Background: an optimization exercise with open tools, aiming at small area. Do not read the settings as production practice. The RTL was checked by simulation tests, not by an equivalence proof against the original design. No activity file was given, so power comes from the tool's default toggle rates.

==> design/flow/design.v <==
package systolic_array_4x4_pkg;
    localparam int DW      = 8;
    localparam int PSW     = 18;
    localparam int N       = 4;
    localparam int ACT_MAX = 127;
    localparam logic signed [PSW-1:0] ACT_MAX_PS = ACT_MAX;
endpackage
import systolic_array_4x4_pkg::*;
module systolic_pe
(
    input  logic  clk,
    input  logic  rst,
    input  logic  w_en,
    input  logic signed [DW-1:0]  w_in,
    input  logic signed [DW-1:0]  a_in,
    input  logic signed [PSW-1:0] ps_in,
    output logic signed [DW-1:0]  a_out,
    output logic signed [PSW-1:0] ps_out
);
    logic signed [DW-1:0]      w;
    logic signed [2*DW-1:0]    prod;
    assign prod = a_in * w;
    always_ff @(posedge clk) begin
        if (rst)
            w <= '0;
        else if (w_en)
            w <= w_in;
    end
    always_ff @(posedge clk) begin
        if (rst) begin
            a_out  <= '0;
            ps_out <= '0;
        end else begin
            a_out  <= a_in;
            ps_out <= ps_in + {{(PSW-2*DW){prod[2*DW-1]}}, prod};
        end
    end
endmodule
import systolic_array_4x4_pkg::*;
module systolic_array_4x4
(
    input  logic          clk,
    input  logic          rst,
    input  logic          start_signal,
    input  logic          wen,
    input  logic [DW-1:0] inp_north0,
    input  logic [DW-1:0] inp_north1,
    input  logic [DW-1:0] inp_north2,
    input  logic [DW-1:0] inp_north3,
    input  logic [DW-1:0] inp_west0,
    input  logic [DW-1:0] inp_west1,
    input  logic [DW-1:0] inp_west2,
    input  logic [DW-1:0] inp_west3,
    output logic [4:0]    count,
    output logic [DW-1:0] activation_result12,
    output logic [DW-1:0] activation_result13,
    output logic [DW-1:0] activation_result14,
    output logic [DW-1:0] activation_result15
);
    logic [N-1:0][DW-1:0] north;
    logic [N-1:0][DW-1:0] west;
    logic [N-1:0][DW-1:0] result;
    logic [1:0]           ptr;
    logic signed [DW-1:0]  a_grid  [N][N];
    logic signed [PSW-1:0] ps_grid [N][N];
    assign north = {inp_north3, inp_north2, inp_north1, inp_north0};
    assign west  = {inp_west3, inp_west2, inp_west1, inp_west0};
    assign activation_result12 = result[0];
    assign activation_result13 = result[1];
    assign activation_result14 = result[2];
    assign activation_result15 = result[3];
    always_ff @(posedge clk) begin
        if (rst)
            count <= '0;
        else if (start_signal)
            count <= count + 5'd1;
    end
    always_ff @(posedge clk) begin
        if (rst)
            ptr <= '0;
        else if (wen)
            ptr <= ptr + 2'd1;
        else
            ptr <= '0;
    end
    for (genvar r = 0; r < N; r++) begin : g_row
        for (genvar c = 0; c < N; c++) begin : g_col
            logic signed [DW-1:0]  a_in;
            logic signed [PSW-1:0] ps_in;
            if (c == 0) begin : g_west
                assign a_in = $signed(west[r]);
            end else begin : g_east
                assign a_in = a_grid[r][c-1];
            end
            if (r == 0) begin : g_top
                assign ps_in = '0;
            end else begin : g_below
                assign ps_in = ps_grid[r-1][c];
            end
            systolic_pe u_pe (
                .clk    (clk),
                .rst    (rst),
                .w_en   (wen && (ptr == 2'(r))),
                .w_in   ($signed(north[c])),
                .a_in   (a_in),
                .ps_in  (ps_in),
                .a_out  (a_grid[r][c]),
                .ps_out (ps_grid[r][c])
            );
        end
    end
    logic [N-1:0][DW-1:0] act;
    for (genvar c = 0; c < N; c++) begin : g_act
        assign act[c] = (ps_grid[N-1][c] < 0)          ? {DW{1'b0}} :
                        (ps_grid[N-1][c] > ACT_MAX_PS) ? DW'(ACT_MAX) :
                                                         ps_grid[N-1][c][DW-1:0];
    end
    always_ff @(posedge clk) begin
        if (rst)
            result <= '0;
        else
            result <= act;
    end
endmodule
==> design/flow/run.sh <==
#!/bin/bash
# synth_recipe.tcl (not shown) runs the flow's synth.tcl, then flattens the netlist and writes it again
# the make line also repeats each setting of config.mk as NAME=value (left out here)
make -C /OpenROAD-flow-scripts/flow DESIGN_CONFIG=/design/flow/config.mk WORK_HOME=/design/flow/orfs CLKGATE_MAP_FILE= SYNTH_SCRIPT=/design/flow/synth_recipe.tcl finish
==> design/flow/config.mk <==
export PLATFORM = sky130hd
export DESIGN_NAME = systolic_array_4x4
export DESIGN_NICKNAME = systolic_array_4x4
export VERILOG_FILES = /design/flow/design.v
export SDC_FILE = /design/flow/constraint.sdc
export NUM_CORES = 4
export LEC_CHECK = 0
export CAP_MARGIN = 20
export CORE_MARGIN = 2
export CORE_UTILIZATION = 40
export SLEW_MARGIN = 20
==> design/flow/constraint.sdc <==
create_clock -name core_clock -period 7.0 [get_ports {clk}]
set_input_delay 1.4000 -clock core_clock [delete_from_list [all_inputs] [get_ports {clk}]]
set_output_delay 1.4000 -clock core_clock [all_outputs]
set_load 0.01 [all_outputs]
==> results.txt <==
Die Area=0.159 mm2; Final min period=6430 ps; Area Growth Syn to Fin=9.79%; htree depth=3; clk_skew=42.9 ps; Final HPWL DP=116000 um; commonest non-fill, non-tap cell in the layout=inv_1; row cnt=144; setup TNS=0 ps; CTS tree=yes; Synth Area in Adders=44.1%; mux cell area share after synthesis=0.156%; Post-CTS Setup Bufs=0; crit start category=flop; Antenna Nets Post-Route=0; Bufs on Longest Clock Path=3; Syn Std Cell Area=0.0624 mm2; post-synthesis cell count=6847; xor and xnor area share after synthesis=5.10%; sequential area share after synthesis=17.3%; Initial Util=40.4%; DRC viols=0; leakage=33.3 nW; clock root cell=clkbuf_16; Worst-Margin Slew=887 ps; nature of the critical path endpoint=flop; Synth Area in Compound Gates=7.40%; chip width=399 um; fmax=155 MHz; MaxCap Viol Count=0; Critical Path AT=6950 ps; Hold WC Path Type=reg2reg; Post-synth EDFFs=0; data required time of the worst path=7520 ps; largest net degree at the start of global routing=166; IO Port Bufs=104; DR vias/cell=4.83; Tcrit/Tclk final=91.9%; top_reg_cell synth=dfxtp_1; endpoints failing hold=0; Setup CP Type=reg2reg; antenna diode count=0; Tot GR Track Use=18.3%; Reg clk slew, reported paths=60 ps; clock latency on the worst-skew pair=690 ps; final core utilization=44.3%; GRT overflow=0; reg-to-reg critical path startpoint=g_row[3].g_col[1].u_pe.a_out[5]$_SDFF_PP0_; asr flop ratio synth=0%; CP Cell Sequence=and2_1 -> fa_1 -> inv_1 -> fa_1 -> inv_1 -> fa_1 -> inv_1 -> fa_1 -> inv_1 -> ha_1 -> o21ai_0 -> nor2_1 -> o41ai_1 -> o21ai_0 -> xor2_1 -> ha_1 -> nand4_1 -> nor2_1 -> o21a_1 -> a41o_1 -> o41ai_1 -> o21ai_0 -> xnor2_1 -> nor2_1; mean area per synthesized cell=9.11 um2; drt wl/cell=15.4 um; Ports=105; RSZ-0062 raised after global routing=no; Simple-Gate Fraction of Synth Area=16.8%; initial antenna violation count=5; Total Routed Length=139000 um; CTS Hold Bufs=0; Placer Congestion=0.864; largest family of logic cells by synthesized area=adder cells; Initial DRT Pass Iterations=5; vias in the first global route=45971; Slowest-stage cell, CP=o41ai_1; via count=43681; post-cts sizing count=0; final net count=8637; Crit Path Max Fanout=9; setup violators final=0; distinct cell type count after synthesis=72; Slew Limit Fails=0; Buf/Inv on CP=4; fill cell count=15024; share of layout cells above drive strength 1=3.20%; first-pass GRT wire length=235000 um; Core Box Area=0.154 mm2; peak supply drop=0.137 mV; total CTS buffers=71; hold wc startpoint=g_row[3].g_col[2].u_pe.ps_out[0]$_SDFF_PP0_; most frequent cells in the layout=1375 x inv_1, 972 x fa_1, 648 x nand2_1; CP max stage delay=660 ps; Die Height=399 um; Yosys warnings=4; drt initial violations=2159; CP delay by family, top=adder cells; Power Density=137 mW/mm2; status=complete, no violations; Yosys reg bits=539; Critical path origin=g_row[3].g_col[1].u_pe.a_out[5]$_SDFF_PP0_; Worst slew margin=40.8%; Clock Sinks=539
worst register-to-register path, delay by kind of cell, from the launching register on:
family,cells,cell delay [ps]
fa+ha+maj,6,2640
compound gates,7,1990
simple gates,5,610
flops,1,430
xor+xnor,2,420
buf+inv,4,190
metrics by stage:
stage / instance area, um2 / total power [mW] / cells / worst slack [ps] / hold slack (ps)
finish: 68500 / 9.37 / 9052 / 566 / 436
global route: 68500 / 9.93 / 9052 / 130 / 460
CTS: 68500 / 9.53 / 9052 / 603 / 440
detailed placement: 66000 / 5.55 / 8923 / -49.8 / 424
global placement: 66000 / 5.52 / 8923 / 22.7 / 426
floorplan: 62400 / 4.84 / 6850 / 559 / 418
synthesized netlist by cell type, types with 12 or more instances:
cell type	number	share of area, %
and2_1	606	6.1
a21oi_1	284	2.3
a211oi_1	22	0.26
and3_1	16	0.16
o21ai_0	91	0.73
nor3_1	74	0.59
o21bai_1	47	0.57
ha_1	645	13
nand2_1	648	3.9
a2111o_1	13	0.23
clkbuf_1	135	0.81
nand2b_1	79	0.79
inv_1	1375	8.3
nand3_1	29	0.23
fa_1	972	31
nor2b_1	177	1.8
dfxtp_1	539	17
nor2_1	386	2.3
a21o_1	84	1.0
nor3b_1	12	0.14
a41oi_1	15	0.21
o21a_1	40	0.48
or3_1	12	0.12
o41ai_1	12	0.17
xor2_1	103	1.4
o211ai_1	13	0.16
xnor2_1	255	3.6
state kept, by name, indices dropped and copies added (netlist names):
register / count
g_row.g_col.u_pe.ps_out: 276
g_row.g_col.u_pe.w: 128
g_row.g_col.u_pe.a_out: 96
result: 32
count: 5
ptr: 2
cell type report:
class / count / area, um2 / share of cell area (%)
Clock inverter: 31 / 450 / 0.658
Tap cell: 2044 / 2560 / 3.73
Timing Repair Buffer: 170 / 1550 / 2.27
Clock buffer: 98 / 2060 / 3.01
Sequential cell: 539 / 10800 / 15.8
Inverter: 1375 / 5160 / 7.54
Multi-Input combinational cell: 4795 / 45900 / 67.0
metal layers:
| layer | track usage (%) | vias to the layer above | part of all wire, % |
|---|---|---|---|
| met5 | 0 | - | 0.017 |
| met3 | 2.75 | 176 | 4.7 |
| li1 | - | 21240 | - |
| met4 | 4.74 | 4 | 2.2 |
| met2 | 29.3 | 669 | 45 |
| met1 | 25.8 | 21592 | 48 |
cells by family after synthesis:
group | count (synthesis)
adder cells (fa/ha/maj) | 1617
XOR/XNOR | 360
flip-flops | 539
AO/OA/AOI/OAI | 712
multiplexers | 9
other | 1
AND/OR/NAND/NOR | 2093
buffers and inverters | 1516
final timing paths:
path	endpoint	slack [ps]	depth (start not counted)
setup / recovery	g_row[3].g_col[2].u_pe.ps_out[17]$_SDFF_PP0_	570	24
hold reg to reg	result[16]$_SDFF_PP0_	440	1
hold / removal	result[16]$_SDFF_PP0_	440	1
setup reg to reg	g_row[3].g_col[2].u_pe.ps_out[17]$_SDFF_PP0_	570	24
report_power, final:
group / switching (mW) / internal [mW]
combinational: 1.11 / 0.851
clock: 1.52 / 2.37
sequential: 0.210 / 3.30

-- static timing again, ports no longer ideal --
The flow's constraints put no driver on any port. The routed layout listed below was extracted and timed again, unchanged, in two steps. Step 1 assumes that a clkbuf_16 drives the clock port and a buf_2 every other input. Step 2 adds t to the input delays and takes it off the output delays; t is the mean of the earliest and latest rising clock arrival at the registers after step 1. Input paths then give back, and output paths get back, about the clock's delay inside the block. Three values: ideal ports, drivers, drivers and shift; two values: the first two.
t (ns): 0.736
slack for setup (ns): 0.566 / 0.566 / -0.102
hold slack, ns: 0.436 / 0.436 / 0.436
worst register clock-pin slew, ns: 0.08 / 0.08
worst data-port slew with drivers (ns): 0.14
Met with ideal ports but missed after step 2: setup timing in this run. The setup slack of this run moves by 0.000 ns with the drivers and by -0.668 ns with both steps.
